This is an optimization exercise on Yosys and OpenROAD, whose aim is a short achievable clock period and few clock cycles, not a production implementation. The RTL was checked by simulation tests, not by an equivalence proof against the original design. Power and IR drop assume default switching activity.

File: design/flow/config.mk
export PLATFORM = sky130hd
export DESIGN_NAME = viper
export DESIGN_NICKNAME = viper
export VERILOG_FILES = /design/flow/design.v
export SDC_FILE = /design/flow/constraint.sdc
export NUM_CORES = 4
export LEC_CHECK = 0
export CAP_MARGIN = 20
export CORE_MARGIN = 2
export CORE_UTILIZATION = 40
export SETUP_SLACK_MARGIN = 4.0
export SLEW_MARGIN = 20
export SYNTH_HIERARCHICAL = 1
File: design/flow/constraint.sdc
create_clock -name core_clock -period 6.0 [get_ports {clock}]
set_input_delay 1.2000 -clock core_clock [delete_from_list [all_inputs] [get_ports {clock}]]
set_output_delay 1.2000 -clock core_clock [all_outputs]
set_load 0.01 [all_outputs]
File: design/flow/design.v
package viper_pkg;
   localparam int addr_w  = 20;   
   localparam int data_w  = 32;   
   localparam int pc_step = 8;    
   localparam int tail_w  = 19;   
   typedef enum logic [1:0] {
      reg0, reg1, reg2, reg3
   } reg_sel_e;
   typedef enum logic [1:0] {
      immediate, direct, index_reg1, index_reg2
   } addr_mode_e;
   typedef enum logic [2:0] {
      dest_reg0, dest_reg1, dest_reg2, dest_reg3,
      cond_set, cond_clear, dest_none, store
   } dest_e;
   typedef enum logic [3:0] {
      neg, push, load_a, load_b, add_a, add_b, sub_a, sub_b,
      add_c, sub_c, add_d, sub_d, reserved
   } alu_func_e;
   typedef enum logic [3:0] {
      lt, ge, eq, ne, le, gt, rsv6, rsv7,
      lt_or, ge_or, eq_or, ne_or, le_or, gt_or, rsv14, rsv15
   } cmp_func_e;
   typedef struct packed {
      logic                top;          
      reg_sel_e            src;
      addr_mode_e          mode;
      dest_e               dest;
      logic                is_compare;
      logic [3:0]          func;         
      logic [tail_w-1:0]   tail;
   } instr_t;
   typedef struct packed {
      logic              cyc;
      logic              stb;
      logic              we;
      logic [addr_w-1:0] adr;
      logic [data_w-1:0] dat;
   } wb_req_t;
   typedef struct packed {
      logic              ack;
      logic [data_w-1:0] dat;
   } wb_rsp_t;
   typedef struct packed {
      logic              go;    
      logic              we;
      logic [addr_w-1:0] adr;
      logic [data_w-1:0] dat;
   } bus_cmd_t;
   typedef enum logic [1:0] {
      fetch, operand, execute, store_wait
   } seq_state_e;
endpackage
`timescale 1ns/1ps
module ks_add #(parameter int W = 32) (
   input  logic [W-1:0] a,
   input  logic [W-1:0] b,
   input  logic         cin,
   output logic [W-1:0] s,
   output logic         cout
);
   logic [W:0] g, p, gn, pn;
   always_comb
   begin
      g = {a & b, cin};
      p = {a ^ b, 1'b0};
      for (int d = 1; d <= W; d = d * 2)
      begin
         gn = g;
         pn = p;
         for (int i = d; i <= W; i++)
         begin
            gn[i] = g[i] | (p[i] & g[i-d]);
            pn[i] = p[i] & p[i-d];
         end
         g = gn;
         p = pn;
      end
      s    = (a ^ b) ^ g[W-1:0];
      cout = g[W];
   end
endmodule
module split_add (
   input  logic [19:0] a,
   input  logic [19:0] b,
   input  logic        cin,
   output logic [9:0]  lo,
   output logic        c,
   output logic [9:0]  hi0,
   output logic [9:0]  hi1
);
   logic h0c, h1c;
   ks_add #(.W(10)) add_lo  (.a(a[9:0]),   .b(b[9:0]),   .cin(cin),  .s(lo),  .cout(c));
   ks_add #(.W(10)) add_hi0 (.a(a[19:10]), .b(b[19:10]), .cin(1'b0), .s(hi0), .cout(h0c));
   ks_add #(.W(10)) add_hi1 (.a(a[19:10]), .b(b[19:10]), .cin(1'b1), .s(hi1), .cout(h1c));
endmodule
module idec (
   input  logic [9:0] w,         
   output logic       store,
   output logic       needop,
   output logic       mem,       
   output logic       cmp_ok,    
   output logic       push_ok,   
   output logic       addsub,
   output logic       inv,       
   output logic [1:0] jump,      
   output logic [1:0] jslow,     
   output logic [1:0] slow,      
   output logic [1:0] sel_tail,  
   output logic [2:0] wen,       
   output logic [1:0] wen3       
);
   logic [1:0] mode;
   logic [2:0] dest;
   logic       cmp;
   logic [3:0] func;
   logic       rsv, alu, neg, push, add, sub, wr;
   assign mode   = w[9:8];
   assign dest   = w[7:5];
   assign cmp    = w[4];
   assign func   = w[3:0];
   assign store  = !cmp && (dest == 3'd7);
   assign rsv    = cmp ? (func[2:1] == 2'b11) : (func[3:2] == 2'b11);
   assign needop = (mode != 2'd0) && !store && !rsv;
   assign mem    = store || needop;
   assign alu    = !cmp && !rsv && !store;
   assign cmp_ok = cmp && !rsv;
   assign neg    = (func == 4'd0);
   assign push   = (func == 4'd1);
   assign add    = (func == 4'd4) || (func == 4'd5) || (func == 4'd8) || (func == 4'd10);
   assign sub    = (func == 4'd6) || (func == 4'd7) || (func == 4'd9) || (func == 4'd11);
   assign addsub = add || sub;
   assign inv    = neg || sub;
   assign push_ok = alu && push;
   assign wr     = alu && !push;
   assign jump[0]  = alu && (push || (dest == 3'd3) || (dest == 3'd5));
   assign jump[1]  = alu && (push || (dest == 3'd3) || (dest == 3'd4));
   assign jslow    = jump & {2{addsub || neg}};
   assign slow     = mem ? {2{mode[1]}} : jslow;
   assign sel_tail = {2{mem}} | jump;
   assign wen      = {wr && dest == 3'd2, wr && dest == 3'd1, wr && dest == 3'd0};
   assign wen3[0]  = wr && (dest == 3'd3 || dest == 3'd5);
   assign wen3[1]  = wr && (dest == 3'd3 || dest == 3'd4);
endmodule
module fpick #(parameter int W = 1) (
   input  logic [W-1:0] f0,
   input  logic [W-1:0] f1,
   input  logic         flag,
   output logic [W-1:0] y
);
   assign y = flag ? f1 : f0;
endmodule
module viper (
   input  logic        clock,
   input  logic        reset,
   output logic        wb_cyc_o,
   output logic        wb_stb_o,
   output logic        wb_we_o,
   output logic [19:0] wb_adr_o,
   output logic [31:0] wb_dat_o,
   input  logic        wb_ack_i,
   input  logic [31:0] wb_dat_i
);
   localparam logic [1:0] ph_fetch   = 2'd0;
   localparam logic [1:0] ph_operand = 2'd1;
   localparam logic [1:0] ph_store   = 2'd2;
   logic        rst_q;
   logic [31:0] r0, r1, r2, r3;
   logic        flag;
   logic        stb_q;
   logic [1:0]  phase;
   logic [19:0] adr_q;
   logic        we_q;
   logic [31:0] dat_q;
   logic [19:0] pc8lo;
   logic        pc8wrap;      
   logic        ex_v;
   logic        ex_cmp;       
   logic        ex_or;        
   logic [2:0]  ex_cf;        
   logic        ex_push;
   logic [3:0]  ex_wen;
   logic [31:0] xa, xb;       
   logic        xc;
   logic [31:0] xs, xon;      
   logic [31:0] res_q;
   logic [3:0]  wq;           
   logic        wq_push;      
   logic        cmp_p;        
   logic        c_or;
   logic [2:0]  c_cf;
   logic        lt_q, eq_q;
   logic        o_jump;       
   logic        o_inv;        
   logic        o_slow;       
   logic [19:0] o_base;       
   logic        calc1;        
   logic        calc2;        
   logic        cj;           
   logic [19:0] cb, co;       
   logic        cc;
   logic        stb_i;        
   logic        ack;
   assign ack = wb_ack_i & stb_i;
   logic [31:0] rv0, rv1, rv2, rv3;
   logic        flag_v;
   logic        cmp_base;
   assign rv0 = wq[0] ? res_q : r0;
   assign rv1 = wq[1] ? res_q : r1;
   assign rv2 = wq_push ? r3 : (wq[2] ? res_q : r2);
   assign rv3 = wq[3] ? res_q : r3;
   always_comb
   begin
      case (c_cf)
         3'd0:    cmp_base = lt_q;
         3'd1:    cmp_base = !lt_q;
         3'd2:    cmp_base = eq_q;
         3'd3:    cmp_base = !eq_q;
         3'd4:    cmp_base = lt_q || eq_q;
         default: cmp_base = !lt_q && !eq_q;
      endcase
   end
   assign flag_v = cmp_p ? (cmp_base | (c_or & flag)) : flag;
   logic [31:0] d;
   logic        d_cmp;
   logic [2:0]  d_dest;
   logic [3:0]  d_func;
   logic [1:0]  d_mode;
   logic [1:0]  d_src;
   logic [19:0] tail;
   logic        d_store;
   logic        d_needop;
   logic        d_mem;        
   logic        d_addsub, d_inv;
   logic        d_jump;       
   logic [31:0] pc8;
   logic [31:0] srcv;
   logic [3:0]  d_wen;
   assign d        = wb_dat_i;
   assign d_cmp    = d[23];
   assign d_dest   = d[26:24];
   assign d_func   = d[22:19];
   assign d_mode   = d[28:27];
   assign d_src    = d[30:29];
   assign tail     = {1'b0, d[18:0]};
   logic        d_slow;
   logic        d_cmp_ok, d_push_ok, d_jslow, d_sel_tail;
   logic [1:0]  dd_jump, dd_jslow, dd_slow, dd_sel_tail, dd_wen3;
   idec dec_i (.w(d[28:19]), .store(d_store), .needop(d_needop), .mem(d_mem),
               .cmp_ok(d_cmp_ok), .push_ok(d_push_ok), .addsub(d_addsub), .inv(d_inv),
               .jump(dd_jump), .jslow(dd_jslow), .slow(dd_slow), .sel_tail(dd_sel_tail),
               .wen(d_wen[2:0]), .wen3(dd_wen3));
   fpick #(.W(5)) dec_f (.f0({dd_jump[0], dd_jslow[0], dd_slow[0], dd_sel_tail[0], dd_wen3[0]}),
                         .f1({dd_jump[1], dd_jslow[1], dd_slow[1], dd_sel_tail[1], dd_wen3[1]}),
                         .flag(flag_v),
                         .y({d_jump, d_jslow, d_slow, d_sel_tail, d_wen[3]}));
   logic [11:0] pc8hi;
   logic [11:0] r3hi_inc, reshi_inc;     
   assign reshi_inc = res_q[31:20] + 12'd1;
   assign pc8hi     = !pc8wrap ? rv3[31:20] : (wq[3] ? reshi_inc : r3hi_inc);
   assign pc8       = {pc8hi, pc8lo};
   always_comb
   begin
      case (d_src)
         2'd0:    srcv = rv0;
         2'd1:    srcv = rv1;
         2'd2:    srcv = rv2;
         default: srcv = pc8;
      endcase
   end
   logic        f_slow;       
   logic [19:0] nxt_fetch;
   logic [19:0] nxt_oper;
   assign f_slow    = d_slow;
   assign nxt_fetch = d_sel_tail ? tail : pc8lo;
   assign nxt_oper  = o_jump ? d[19:0] : rv3[19:0];    
   logic [9:0]  i1_lo, i1_hi0, i1_hi1, i2_lo, i2_hi0, i2_hi1;
   logic [9:0]  i3_lo, i3_hi0, i3_hi1, ir_lo, ir_hi0, ir_hi1;
   logic        i1_c, i2_c, i3_c, ir_c;
   logic [9:0]  k1_lo, k1_hi0, k1_hi1, k2_lo, k2_hi0, k2_hi1;
   logic [9:0]  k3_lo, k3_hi0, k3_hi1, kr_lo, kr_hi0, kr_hi1;
   logic        k1_c, k2_c, k3_c, kr_c;
   logic [1:0]  ksel;         
   split_add idx1_add (.a(r1[19:0]),    .b(tail), .cin(1'b0), .lo(i1_lo), .c(i1_c), .hi0(i1_hi0), .hi1(i1_hi1));
   split_add idx2_add (.a(r2[19:0]),    .b(tail), .cin(1'b0), .lo(i2_lo), .c(i2_c), .hi0(i2_hi0), .hi1(i2_hi1));
   split_add idx3_add (.a(r3[19:0]),    .b(tail), .cin(1'b0), .lo(i3_lo), .c(i3_c), .hi0(i3_hi0), .hi1(i3_hi1));
   split_add idxr_add (.a(res_q[19:0]), .b(tail), .cin(1'b0), .lo(ir_lo), .c(ir_c), .hi0(ir_hi0), .hi1(ir_hi1));
   logic [9:0]  j_lo, j_hi0, j_hi1;
   logic        j_c;
   logic [9:0]  jq_lo, jq_hi0, jq_hi1;
   logic        jq_c;
   split_add jump_add (.a(cb), .b(co), .cin(cc), .lo(j_lo), .c(j_c), .hi0(j_hi0), .hi1(j_hi1));
   logic [19:0] calc_adr;
   always_comb
   begin
      if (cj)
         calc_adr = {jq_c ? jq_hi1 : jq_hi0, jq_lo};
      else
         case (ksel)
            2'd0:    calc_adr = {k1_c ? k1_hi1 : k1_hi0, k1_lo};
            2'd1:    calc_adr = {k2_c ? k2_hi1 : k2_hi0, k2_lo};
            2'd2:    calc_adr = {kr_c ? kr_hi1 : kr_hi0, kr_lo};
            default: calc_adr = {k3_c ? k3_hi1 : k3_hi0, k3_lo};
         endcase
   end
   logic [31:0] res;
   logic        res_co;
   logic [31:0] dif;
   logic        dif_co;
   ks_add #(.W(32)) alu_add (.a(xa), .b(xb), .cin(xc), .s(res), .cout(res_co));
   ks_add #(.W(32)) cmp_sub (.a(xs), .b(xon), .cin(1'b1), .s(dif), .cout(dif_co));
   always_ff @(posedge clock or posedge reset)
   begin
      if (reset)
         stb_q <= 1'b0;
      else if (rst_q)
         stb_q <= 1'b0;
      else if (ack)
         stb_q <= (phase == ph_fetch) ? !f_slow : (phase == ph_operand) ? !o_slow : 1'b1;
      else
         stb_q <= !calc1;
   end
   always_ff @(posedge clock)
   begin
      if (rst_q)
         stb_i <= 1'b0;
      else if (ack)
         stb_i <= (phase == ph_fetch) ? !f_slow : (phase == ph_operand) ? !o_slow : 1'b1;
      else
         stb_i <= !calc1;
   end
   always_ff @(posedge clock)
   begin
      rst_q  <= reset;
      pc8lo  <= adr_q + 20'd8;
      pc8wrap <= &adr_q[19:3];
      r3hi_inc <= rv3[31:20] + 12'd1;
      res_q  <= res;
      lt_q   <= xs[31] ^ xon[31] ^ dif_co;
      eq_q   <= (xs == ~xon);
      c_or   <= ex_or;
      c_cf   <= ex_cf;
      k1_lo  <= i1_lo;
      k1_c   <= i1_c;
      k1_hi0 <= i1_hi0;
      k1_hi1 <= i1_hi1;
      k2_lo  <= i2_lo;
      k2_c   <= i2_c;
      k2_hi0 <= i2_hi0;
      k2_hi1 <= i2_hi1;
      k3_lo  <= i3_lo;
      k3_c   <= i3_c;
      k3_hi0 <= i3_hi0;
      k3_hi1 <= i3_hi1;
      kr_lo  <= ir_lo;
      kr_c   <= ir_c;
      kr_hi0 <= ir_hi0;
      kr_hi1 <= ir_hi1;
      jq_lo  <= j_lo;
      jq_c   <= j_c;
      jq_hi0 <= j_hi0;
      jq_hi1 <= j_hi1;
   end
   always_ff @(posedge clock)
   begin
      if (rst_q)
      begin
         r0      <= 32'd0;
         r1      <= 32'd0;
         r2      <= 32'd0;
         r3      <= 32'd0;
         flag    <= 1'b0;
         phase   <= ph_fetch;
         adr_q   <= 20'd0;
         we_q    <= 1'b0;
         ex_v    <= 1'b0;
         wq      <= 4'b0000;
         wq_push <= 1'b0;
         cmp_p   <= 1'b0;
         calc1   <= 1'b0;
         calc2   <= 1'b0;
      end
      else
      begin
         r0   <= rv0;
         r1   <= rv1;
         r2   <= rv2;
         r3   <= rv3;
         flag <= flag_v;
         wq      <= ex_v ? (ex_wen | {ex_push, 3'b000}) : 4'b0000;
         wq_push <= ex_v && ex_push;
         cmp_p   <= ex_v && ex_cmp;
         ex_v    <= 1'b0;
         calc1 <= 1'b0;
         calc2 <= calc1;
         if (calc2)
            adr_q <= calc_adr;
         if (ack)
         begin
            case (phase)
               ph_fetch:
               begin
                  r3    <= pc8;
                  adr_q <= nxt_fetch;
                  we_q  <= d_store;
                  ex_v  <= !d_mem;
                  calc1 <= !d_mem && f_slow;
                  calc2 <= d_mem && f_slow;
                  if (d_store)
                     phase <= ph_store;
                  else if (d_needop)
                     phase <= ph_operand;
                  else
                     phase <= ph_fetch;
               end
               ph_operand:
               begin
                  adr_q <= nxt_oper;
                  we_q  <= 1'b0;
                  ex_v  <= 1'b1;
                  calc1 <= o_slow;
                  phase <= ph_fetch;
               end
               default:
               begin
                  adr_q <= rv3[19:0];
                  we_q  <= 1'b0;
                  phase <= ph_fetch;
               end
            endcase
         end
      end
   end
   always_ff @(posedge clock)
   begin
      if (ack)
      begin
         if (phase == ph_fetch)
         begin
            if (d_store)
               dat_q <= srcv;
            ex_cmp  <= d_cmp_ok;
            ex_or   <= d_func[3];
            ex_cf   <= d_func[2:0];
            ex_push <= d_push_ok;
            ex_wen  <= d_wen;
            xs      <= srcv;
            xa      <= d_addsub ? srcv : 32'd0;
            xb      <= d_inv ? ~{12'd0, tail} : {12'd0, tail};
            xc      <= d_inv;
            xon     <= ~{12'd0, tail};
            o_jump  <= d_jump;
            o_inv   <= d_inv;
            o_base  <= d_addsub ? srcv[19:0] : 20'd0;
            o_slow  <= d_jslow;
            cj      <= !d_mem;
            if (!d_mode[0])
               ksel <= wq[1] ? 2'd2 : 2'd0;
            else
               ksel <= wq_push ? 2'd3 : wq[2] ? 2'd2 : 2'd1;
            cb      <= d_addsub ? srcv[19:0] : 20'd0;
            co      <= d_inv ? ~tail : tail;
            cc      <= d_inv;
         end
         else if (phase == ph_operand)
         begin
            xb <= o_inv ? ~d : d;
            xon <= ~d;
            cj <= 1'b1;
            cb <= o_base;
            co <= o_inv ? ~d[19:0] : d[19:0];
            cc <= o_inv;
         end
      end
   end
   assign wb_cyc_o = stb_q;
   assign wb_stb_o = stb_q;
   assign wb_we_o  = we_q;
   assign wb_adr_o = adr_q;
   assign wb_dat_o = dat_q;
endmodule
File: design/flow/run.sh
#!/bin/bash
# synth_recipe.tcl (not shown) runs the flow's synth.tcl, then flattens the netlist and writes it again
# the make line also repeats each setting of config.mk as NAME=value (left out here)
make -C /OpenROAD-flow-scripts/flow DESIGN_CONFIG=/design/flow/config.mk WORK_HOME=/design/flow/orfs CLKGATE_MAP_FILE= SYNTH_SCRIPT=/design/flow/synth_recipe.tcl finish
==> results.cfg <==
[placed_design]
place_congestion = 0.934
io_buffers = 89
hpwl_um = 75900
placed_area_mm2 = 0.0363
pre_cts_ws_ps = 1460

[routing]
drc = 0
via_count = 27000
firstDrtPassIters = 5
wl_um = 122000
antenna_left = 0
wire_per_inst_um = 26.5
via_per_inst = 5.88
drt_iter0_drc = 2382

[clock_tree]
numCtsBuffers = 71
cts_buffer_depth = 3
h-tree-depth = 3
cts-root-buf = clkbuf_16
cts_tree = done
clkSlewWorstSetupHoldPaths_ps = 60
cts_sinks = 606
clock_latency_ps = 630
cts.hold.buffers_added = 0

[global_route]
grt_pass1_wl_um = 175000
antenna_found_initial = 4
grt_remaining_overflow = 0
grt_max_degree = 80
grt_usage_pct = 28.3
grt_pass1_vias = 26700

[layout]
fillers = 6597
antenna_cells = 0
final_common_cell = dfxtp_1
final_core_util_pct = 56.2
drive_gt1_share_pct = 35.6
final_cell_mix = dfxtp_1 (353), edfxtp_1 (217), buf_4 (202)
final_nets = 3742
area_growth_pct = 39.1
fin_area_mm2 = 0.0452

[logic_synthesis]
syn_area_per_cell_um2 = 10.6
syn-cell-area_mm2 = 0.0325
synthCells = 3066
synth_warnings = 9

[min_path]
hold_path.class = flop to flop

[critical_path]
path_buf_inv = 4
path_max_fanout = 5
worst_path_max_delay_cell = or4b_4
start_kind = input pin
critPathKind = input pin to flop
path_cells = buf_12 > or4b_4 > o21ai_4 > o21ai_2 > nand2_2 > buf_4 > buf_12 > mux2_4 > buf_4 > nor2_2 > a211oi_2 > a211oi_1 > o22ai_1
cpLargestDelayFamily = compound AO/OA/AOI/OAI gates
worstPathRequired_ps = 6520
cp-end-kind = flop
cpPeakStageDelay_ps = 610
cp.arrival_ps = 3390

[pwr]
p_seq_share_pct = 40.3
p_leak_nw = 17.0
p_switching_mw = 3.99
p_int_mw = 9.02
power_frac_clock_pct = 34.5
power_mw = 13.0
power_frac_comb_pct = 25.2
swShare_pct = 30.7
power_density_mw_per_mm2 = 288
peakVddDrop_mv = 0.185

[timing]
fin_skew_ps = 29.3
rsz0062_at_grt = true
finalWorstSetupSlack_ps = 3120
setup_tns_ps = 0
max-slew-margin-rel_pct = 40.7
post-route-period-util_pct = 47.9
hold_viol = 0
fmax_mhz = 348
maxSlewViolCount = 0
setup_viol = 0
tightestPinTransition_ps = 888
period_minus_slack_ps = 2880

[job]
max_cap_violations = 0

[die]
die_area_mm2 = 0.0835
num_rows = 104
start_util_pct = 40.4
io_pins = 90
fp.dieW_um = 289
dieHeight_um = 289
core-area_mm2 = 0.0804

[run_status]
status = timing/DRC/antenna clean
power groups by stage:
| stage | Combinational, mW | Sequential, mW | Clock (mW) |
|---|---|---|---|
| 2_1_floorplan | 1.83 | 5.03 | 0 |
| 3_3_place_gp | 2.34 | 5.29 | 0 |
| 3_5_place_dp | 2.39 | 5.30 | 0 |
| 4_1_cts | 2.97 | 5.22 | 4.56 |
| 5_1_grt | 3.48 | 5.27 | 4.72 |
| 6_report | 3.28 | 5.24 | 4.49 |
worst reg2reg max path: cells and delay by family (launching register included):
kind	cells	cell delay [ps]
AOI/OAI and AO/OA	5	880
muxes	2	530
and+or+nand+nor	2	510
DFF	1	360
buffers and inverters	2	310
layer usage:
layer,part of all wire (%),vias up,GRT usage (%)
met2,46,1116,46.1
li1,-,12100,-
met4,4.1,4,9.68
met5,0.022,-,0
met3,7.4,256,5.16
met1,42,13500,37.7
per-stage QoR:
step / instances / hold slack (ps)
floorplan: 3091 / 323
CTS: 4495 / 354
global placement: 4129 / 333
detailed placement: 4129 / 330
finish: 4589 / 353
global route: 4589 / 361
final timing paths:
| path | from | to | slack, ps | cells after the start |
|---|---|---|---|---|
| setup reg to reg | c_cf[2]$_DFF_P_ | adr_q[0]$_SDFFE_PP0P_ | 3320 | 11 |
| setup / recovery | wb_dat_i[22] | adr_q[5]$_SDFFE_PP0P_ | 3120 | 13 |
| max in group asynchronous | reset | stb_q$_DFF_PP0_ | 5070 | 2 |
| hold / removal | ex_or$_DFFE_PP_ | c_or$_DFF_P_ | 350 | 0 |
| min in group asynchronous | reset | stb_q$_DFF_PP0_ | 840 | 2 |
| hold reg to reg | ex_or$_DFFE_PP_ | c_or$_DFF_P_ | 350 | 0 |
repair_timing:
item	4_1_cts	5_1_grt
gates cloned	23	6
setup endpoints to repair	718	388
pin swaps	205	199
buffers inserted	214	88
resized for setup	849	235
area by class of cell:
type / count / area (µm²) / share of cell area (%)
Clock buffer: 107 / 2160 / 4.79
Clock inverter: 22 / 251 / 0.556
Inverter: 88 / 379 / 0.839
Multi-Input combinational cell: 2260 / 21700 / 48.0
Sequential cell: 606 / 14400 / 31.9
Tap cell: 1060 / 1330 / 2.93
Timing Repair Buffer: 445 / 4980 / 11.0
Timing Repair inverter: 1 / 8.76 / 0.0194
sequential cells by signal, indices dropped and copies added, names as in the netlist, 32 cells and up:
name / count
xon: 32
r2: 32
dat_q: 32
r0: 32
xb: 32
r3: 32
xs: 32
res_q: 32
r1: 32
xa: 32
Testbench counts, summed over its fixed seeds: cycles 95,128.

[what the ideal ports hide]
In the flow no input, the clock included, has a driving cell. The finished layout below was timed again as built, in two steps. Step 1, drivers: a clkbuf_16 drives clock and a buf_2 each remaining input, both assumed. Step 2 adds t to the input delays and takes it off the output delays; t is the mean of the earliest and latest rising clock arrival at the registers after step 1. Input paths then give back, and output paths get back, about the clock's delay inside the block. a / b / c = ideal ports / drivers / drivers and shift; a / b = the first two.
t (ns): 0.679
setup WS [ns]: 3.124 / 3.142 / 2.463
latest minus earliest clock arrival (ns): 0.034 / 0.034
worst data-port slew with drivers (ns): 0.18
After both steps this run still meets setup and hold. For this run, drivers alone change the setup slack by +0.018 ns; drivers and shift together by -0.661 ns.
